From an optimization exercise on the open Yosys and OpenROAD flow, aimed at small area, a short achievable clock period and few clock cycles per item; shortcuts taken in it are not production practice.
Function was checked by simulation only, so behaviour that the tests miss may differ from the original.

Setup of lane 5:
Design fft_bfly_pipe, start of the top module:
module fft_bfly_pipe #(
  parameter int DATA_W = 16,
  parameter int TW_W   = 16,
  parameter int TAG_W  = 8
) (
  input  logic              clk,
  input  logic              rst,
  input  logic              in_valid,
  output logic              in_ready,
  input  logic [DATA_W-1:0] a_re,
  input  logic [DATA_W-1:0] a_im,
  input  logic [DATA_W-1:0] b_re,
  input  logic [DATA_W-1:0] b_im,
  input  logic [TW_W-1:0]   w_re,
  input  logic [TW_W-1:0]   w_im,
  input  logic              inv,
  input  logic              scale,
  input  logic [TAG_W-1:0]  tag_in,
  output logic              out_valid,
  input  logic              out_ready,
  output logic [DATA_W-1:0] y0_re,
  output logic [DATA_W-1:0] y0_im,
  output logic [DATA_W-1:0] y1_re,
  output logic [DATA_W-1:0] y1_im,
  output logic              ovf,
  output logic [TAG_W-1:0]  tag_out
);
  function automatic logic [16:0] bsel(
    input logic [15:0] x,
    input logic        one,
    input logic        two,
    input logic        neg
  );
    bsel = (({17{one}} & {x[15], x}) | ({17{two}} & {x, 1'b0})) ^ {17{neg}};
  endfunction
  logic en, ld3;
  logic v1_q, v2_q, v3_q, full_q, rdy_q;
  assign en       = !full_q;
  assign ld3      = !v3_q | out_ready;
  assign in_ready = rdy_q;                 
  logic [7:0] owr_d, twr_d, nwr_d, owi_d, twi_d, nwi_d;
  logic [16:0] wre_e, wim_e;
  assign wre_e = {w_re, 1'b0};
  assign wim_e = {w_im, 1'b0};
  always_comb begin
    for (int j = 0; j < 8; j++) begin
      owr_d[j] = wre_e[2*j+1] ^ wre_e[2*j];
      twr_d[j] = (wre_e[2*j+2] ^ wre_e[2*j+1]) & ~(wre_e[2*j+1] ^ wre_e[2*j]);
      nwr_d[j] = wre_e[2*j+2];
      owi_d[j] = wim_e[2*j+1] ^ wim_e[2*j];
      twi_d[j] = (wim_e[2*j+2] ^ wim_e[2*j+1]) & ~(wim_e[2*j+1] ^ wim_e[2*j]);
      nwi_d[j] = wim_e[2*j+2];
    end
  end
  logic [15:0] r1_br, r1_bi;
  logic [15:0] r1_ar, r1_ai;
  logic [7:0]  r1_owr, r1_twr, r1_nwr;   
  ...
make LEC_CHECK=0 CAP_MARGIN=20 CORE_MARGIN=2 CORE_UTILIZATION=40 SETUP_SLACK_MARGIN=3.3 SLEW_MARGIN=20 SYNTH_HIERARCHICAL=1 SYNTH_MINIMUM_KEEP_SIZE=0 TNS_END_PERCENT=0 finish   # period 7.5 ns
run.sh (not shown) runs the stock make flow with config.mk's settings and CLKGATE_MAP_FILE= SYNTH_SCRIPT=/design/flow/synth_recipe.tcl, a recipe that flattens the netlist after the stock synthesis.
Testbench counts of lane 5, summed over its fixed seeds: cycles 16,024, items 16,000.
## Diff of input files: lane 3 against lane 5
- a deleted TNS_END_PERCENT that had been 0
## What came out
- When lane 3 is measured against lane 5, its layout buffering overhead excluding clock cells turns out 0.50 points higher.
- Lane 3 reports a higher ratio of cells with drive above 1 in the final layout than lane 5 does.
- [lane 3] final setup slack of the worst path rose 0.027 ns relative to lane 5
- Lane 3 vs lane 5 on critical path depth: lane 3 is the higher one.
- Lane 3: final area is 2.0% higher than what lane 5 reported.
- Diff lane 5 -> lane 3: post-synthesis compound-gate area fraction about even; final weighted congestion of routability-driven global placement fell by 0.034.

========
Another version of the RTL of fft_bfly_pipe (not shown whole).
Size: roughly 3700 cells after synthesis, ~190 I/O pins, about 0.040 mm2 of cells after synthesis.
==> flow/config.mk <==
export PLATFORM = sky130hd
export DESIGN_NAME = fft_bfly_pipe
export DESIGN_NICKNAME = fft_bfly_pipe
export VERILOG_FILES = /design/flow/design.v
export SDC_FILE = /design/flow/constraint.sdc
export NUM_CORES = 4
export LEC_CHECK = 0
export CAP_MARGIN = 20
export CORE_MARGIN = 2
export CORE_UTILIZATION = 55
export CTS_CLUSTER_DIAMETER = 150
export CTS_CLUSTER_SIZE = 24
export PLACE_DENSITY = 0.7
export SETUP_SLACK_MARGIN = 5.0
export SLEW_MARGIN = 20
export SYNTH_HIERARCHICAL = 1
export SYNTH_MINIMUM_KEEP_SIZE = 0
export TNS_END_PERCENT = 0
==> flow/constraint.sdc <==
create_clock -name core_clock -period 7.5 [get_ports {clk}]
set_input_delay 1.5000 -clock core_clock [delete_from_list [all_inputs] [get_ports {clk}]]
set_output_delay 1.5000 -clock core_clock [all_outputs]
set_load 0.01 [all_outputs]
standard.sh (not shown) runs the stock make flow with config.mk's settings and CLKGATE_MAP_FILE= SYNTH_SCRIPT=/design/flow/synth_recipe.tcl, a recipe that flattens the netlist after the stock synthesis.
==> flow/flow/run.sh <==
#!/bin/bash
set -o pipefail
export BUFFER_PORTS_ARGS="-buffer_cell sky130_fd_sc_hd__buf_1"
bash standard.sh > standard.log 2>&1
The baseline produced a clean layout.
Testbench counts at the start, summed over its fixed seeds: cycles 16,024, items 16,000.
==> next run, changes <==
Settings changed: SETUP_SLACK_MARGIN 5.0 to 3.8.
=> Design area came out lower by a few percent; synthesized area is unchanged; wire length came out lower by a few percent.
==> next run, changes <==
Settings changed: SETUP_SLACK_MARGIN 3.8 to 4.0.
Design area grows by about 2%.
Worst setup slack gets better by 0.036 ns.
Sequential share of layout area goes down by 0.46 points.
Die area stays the same.
Non-clock buffer count rose by 29.
Via count rises by 0.75%.
Count of clock-buffer cells in the layout stays the same.

========
fft_bfly_pipe, a different RTL version from the one above (not shown whole).
Size in the first run: about 350 flip-flops.
clock: 7.5 ns
lec_check: 0
cap_margin: 20
core_margin: 2
core_utilization: 55
cts_cluster_diameter: 150
cts_cluster_size: 30
place_density: 0.7
setup_slack_margin: 3.8
slew_margin: 20
synth_hierarchical: 1
synth_minimum_keep_size: 0
tns_end_percent: 0
Scripts as last shown in full above: flow/flow/run.sh
The baseline completed without violations.
Testbench counts at the start, summed over its fixed seeds: cycles 16,024, items 16,000.
==> next run, changes <==
--- a/flow/config.mk
+++ b/flow/config.mk
@@ -10 +10 @@
-export CORE_UTILIZATION = 55
+export CORE_UTILIZATION = 40
@@ -13 +12,0 @@
-export PLACE_DENSITY = 0.7
The changed run passed the timing, design-rule and antenna checks.
Sequential share of layout area went down by 0.27 points.
Synthesized cell count is unchanged.
Maximum frequency went down by 0.83%.
Routed wire length went up by 8.9%.
Critical path depth went down by 1.
Design area went up by 1.1%.
Cell count went up by 7.5%.
Setup slack gets worse by 31 ps.
Hold slack gets worse by 15 ps.
==> next run, changes <==
--- a/flow/config.mk
+++ b/flow/config.mk
@@ -10 +10 @@
-export CORE_UTILIZATION = 40
+export CORE_UTILIZATION = 55
@@ -12 +12,2 @@
-export CTS_CLUSTER_SIZE = 30
+export CTS_CLUSTER_SIZE = 24
+export PLACE_DENSITY = 0.7
Outcome: The changed run finished with timing, DRC and antenna clean. Design area went down slightly. Critical path depth climbs by 1. Synthesized cell count does not change. Non-clock buffer count decreases by 6. Cell count went down by a few percent. Via count increases slightly. Synthesized area does not change. Count of clock-buffer cells in the layout came out higher by 9.

========
fft_bfly_pipe, a different RTL version from the one above (not shown whole).
Size in the first run: ~350 flip-flops, roughly 190 I/O pins, about 40000 µm² of cells after synthesis.
clock: 7.5 ns
lec_check: 0
cap_margin: 20
core_margin: 2
core_utilization: 40
setup_slack_margin: 4.2
slew_margin: 20
synth_hierarchical: 1
synth_minimum_keep_size: 0
tns_end_percent: 0
run.sh (not shown) runs the stock make flow with config.mk's settings and CLKGATE_MAP_FILE= SYNTH_SCRIPT=/design/flow/synth_recipe.tcl, a recipe that flattens the netlist after the stock synthesis.
Stock flow here: none of the scripts above is used.
Testbench counts at the start, summed over its fixed seeds: cycles 16,024, items 16,000.
Change:
SETUP_SLACK_MARGIN = 3.8   (was 4.2)
Outcome:
- final cell count is about the same
- die area does not change
- via count goes up by 0.33%
- global-route usage hardly moves
- final area is about the same
- hold slack hardly moves
- wire length hardly moves

========
fft_bfly_pipe, a different RTL version from the one above (not shown whole).
Size in the first run: ~350 flip-flops, roughly 190 I/O pins, roughly 41000 sq um of cells after synthesis.
clock: 7.5 ns
lec_check: 0
cap_margin: 20
core_margin: 2
core_utilization: 55
place_density: 0.7
setup_slack_margin: 3.8
slew_margin: 20
synth_hierarchical: 1
synth_minimum_keep_size: 0
tns_end_percent: 0
The starting point completed without violations.
Testbench counts at the start, summed over its fixed seeds: cycles 16,024, items 16,000.
Edit:
CORE_UTILIZATION = 40   (was 55)
PLACE_DENSITY = default   (was 0.7)
The changed run completed with no timing, DRC or antenna violations. Die area grows by 37%. Worst hold slack is worse by 0.0040 ns. Final area grows by about 1.2%. Worst setup slack is worse by 0.060 ns. Final cell count grows by about 9%.

========
## job 6403
fft_bfly_pipe with an RTL version that a note above also has.
Size: ~3700 cells after synthesis, about 190 I/O pins, ~0.040 mm^2 of cells after synthesis.
// fft_bfly_pipe
module fft_bfly_pipe #(
  parameter int DATA_W = 16,
  parameter int TW_W   = 16,
  parameter int TAG_W  = 8
) (
  input  logic              clk,
  input  logic              rst,
  input  logic              in_valid,
  output logic              in_ready,
  input  logic [DATA_W-1:0] a_re,
  input  logic [DATA_W-1:0] a_im,
  input  logic [DATA_W-1:0] b_re,
  input  logic [DATA_W-1:0] b_im,
  input  logic [TW_W-1:0]   w_re,
  input  logic [TW_W-1:0]   w_im,
  input  logic              inv,
  input  logic              scale,
  input  logic [TAG_W-1:0]  tag_in,
  output logic              out_valid,
  input  logic              out_ready,
  output logic [DATA_W-1:0] y0_re,
  output logic [DATA_W-1:0] y0_im,
  output logic [DATA_W-1:0] y1_re,
  output logic [DATA_W-1:0] y1_im,
  output logic              ovf,
  output logic [TAG_W-1:0]  tag_out
);
export LEC_CHECK = 0
export CAP_MARGIN = 20
export CORE_MARGIN = 2
export CORE_UTILIZATION = 65
export CTS_CLUSTER_DIAMETER = 150
export CTS_CLUSTER_SIZE = 24
export PLACE_DENSITY = 0.8
export SETUP_SLACK_MARGIN = 4.2
export SLEW_MARGIN = 20
export SYNTH_HIERARCHICAL = 1
export SYNTH_MINIMUM_KEEP_SIZE = 0
export TNS_END_PERCENT = 0
create_clock -name core_clock -period 7.5 [get_ports {clk}]
standard.sh (not shown) runs the stock make flow with config.mk's settings and CLKGATE_MAP_FILE= SYNTH_SCRIPT=/design/flow/synth_recipe.tcl, a recipe that flattens the netlist after the stock synthesis.
Scripts as last shown in full above: flow/flow/run.sh
Job 6403 was carried through to the last stage, and its layout satisfied the timing, design-rule and antenna checks.
Testbench counts of job 6403, summed over its fixed seeds: cycles 16,024, items 16,000.
Modified inputs, job 7994 compared to job 6403
- PLACE_DENSITY: 0.8 -> 0.7
- CORE_UTILIZATION: 65 -> 55
- SETUP_SLACK_MARGIN: 4.2 -> 3.5
[summary]
- The flow did not stop early for job 7994: all stages ran, and the layout cleared the timing, design-rule and antenna checks.
- Against job 6403 as the reference, job 7994 delivers a higher final critical-path share of the clock period.
- When job 7994 is measured against job 6403, its layout filler cell count turns out about 43% higher.
- Weighted congestion reported at the end of routability-driven placement delta for job 7994 relative to job 6403: 4.1% lower
- Diff job 6403 -> job 7994 | worst setup slack | decrease of 0.50 ns
- Clock skew (job 7994 over job 6403): increase, 0.019 ns
- Die area: job 7994 higher than job 6403
#### Input delta (job 9439 over job 7994)
- SETUP_SLACK_MARGIN changed from 3.5 to 3.9
## What came out
Comparing job 9439 and job 7994, number of antenna cells inserted is lower on job 9439. When job 9439 is set beside job 7994, its vias after detailed routing turns out to be 1.5% larger. When job 9439 is set beside job 7994, its design area turns out to be about 3.2% larger. Tapcell count came out exactly the same in job 9439 and job 7994. Average via count per standard cell ends up lower on job 7994. Delay of the slowest critical-path stage in job 9439 is 0.29 ns lower than in job 7994. In the reports for job 9439 and job 7994, the larger global-route usage belongs to job 9439. A critical path endpoint of r2_im1[14] is what job 9439 shows, while r2_re1[13] belongs to job 7994.

-- port drivers added, routing unchanged --
No port has a modelled driver above. Below, the same layouts with a new extraction and two added sets of constraints. Step 1 (the two cells are an assumption about what drives the block):
set clk [get_ports {clk}]
set_driving_cell -lib_cell sky130_fd_sc_hd__clkbuf_16 $clk
set_driving_cell -lib_cell sky130_fd_sc_hd__buf_2 [delete_from_list [all_inputs] $clk]
Step 2 also shifts input and output timing later by t, the mid clock arrival at the registers, as if the neighbouring blocks saw the same clock. Three values: ideal ports, drivers, drivers and shift; two values: the first two.
| run | shift t [ns] | slack for setup (ns) | cell pins on the clock port's net |
|---|---|---|---|
| lane 5 | 0.696 | 3.166 / 3.166 / 3.166 | 1 |
| lane 3 | 0.698 | 3.193 / 3.193 / 3.193 | 1 |
| the first run of note 2 | 0.637 | 3.768 / 3.768 / 3.619 | 1 |
| the second run of note 2 | 0.641 | 3.811 / 3.779 / 3.651 | 1 |
| the third run of note 2 | 0.642 | 3.848 / 3.848 / 3.607 | 1 |
| the first run of note 3 | 0.640 | 3.820 / 3.820 / 3.808 | 1 |
| the second run of note 3 | 0.645 | 3.789 / 3.789 / 3.594 | 1 |
| the third run of note 3 | 0.657 | 3.812 / 3.812 / 3.789 | 1 |
| the first run of note 4 | 0.686 | 3.771 / 3.771 / 3.648 | 1 |
| the second run of note 4 | 0.688 | 3.729 / 3.729 / 3.652 | 1 |
| the first run of note 5 | 0.641 | 3.805 / 3.785 / 3.315 | 1 |
| the second run of note 5 | 0.677 | 3.745 / 3.745 / 3.745 | 1 |
| job 6403 | 0.621 | 3.859 / 3.859 / 3.666 | 1 |
| job 7994 | 0.635 | 3.364 / 3.364 / 3.364 | 1 |
| job 9439 | 0.637 | 3.827 / 3.827 / 3.633 | 1 |
After both steps setup and hold are still met in every run listed. The setup slack of the first run of note 5, which loses most, moves by -0.020 ns with the drivers and by -0.490 ns with both steps.
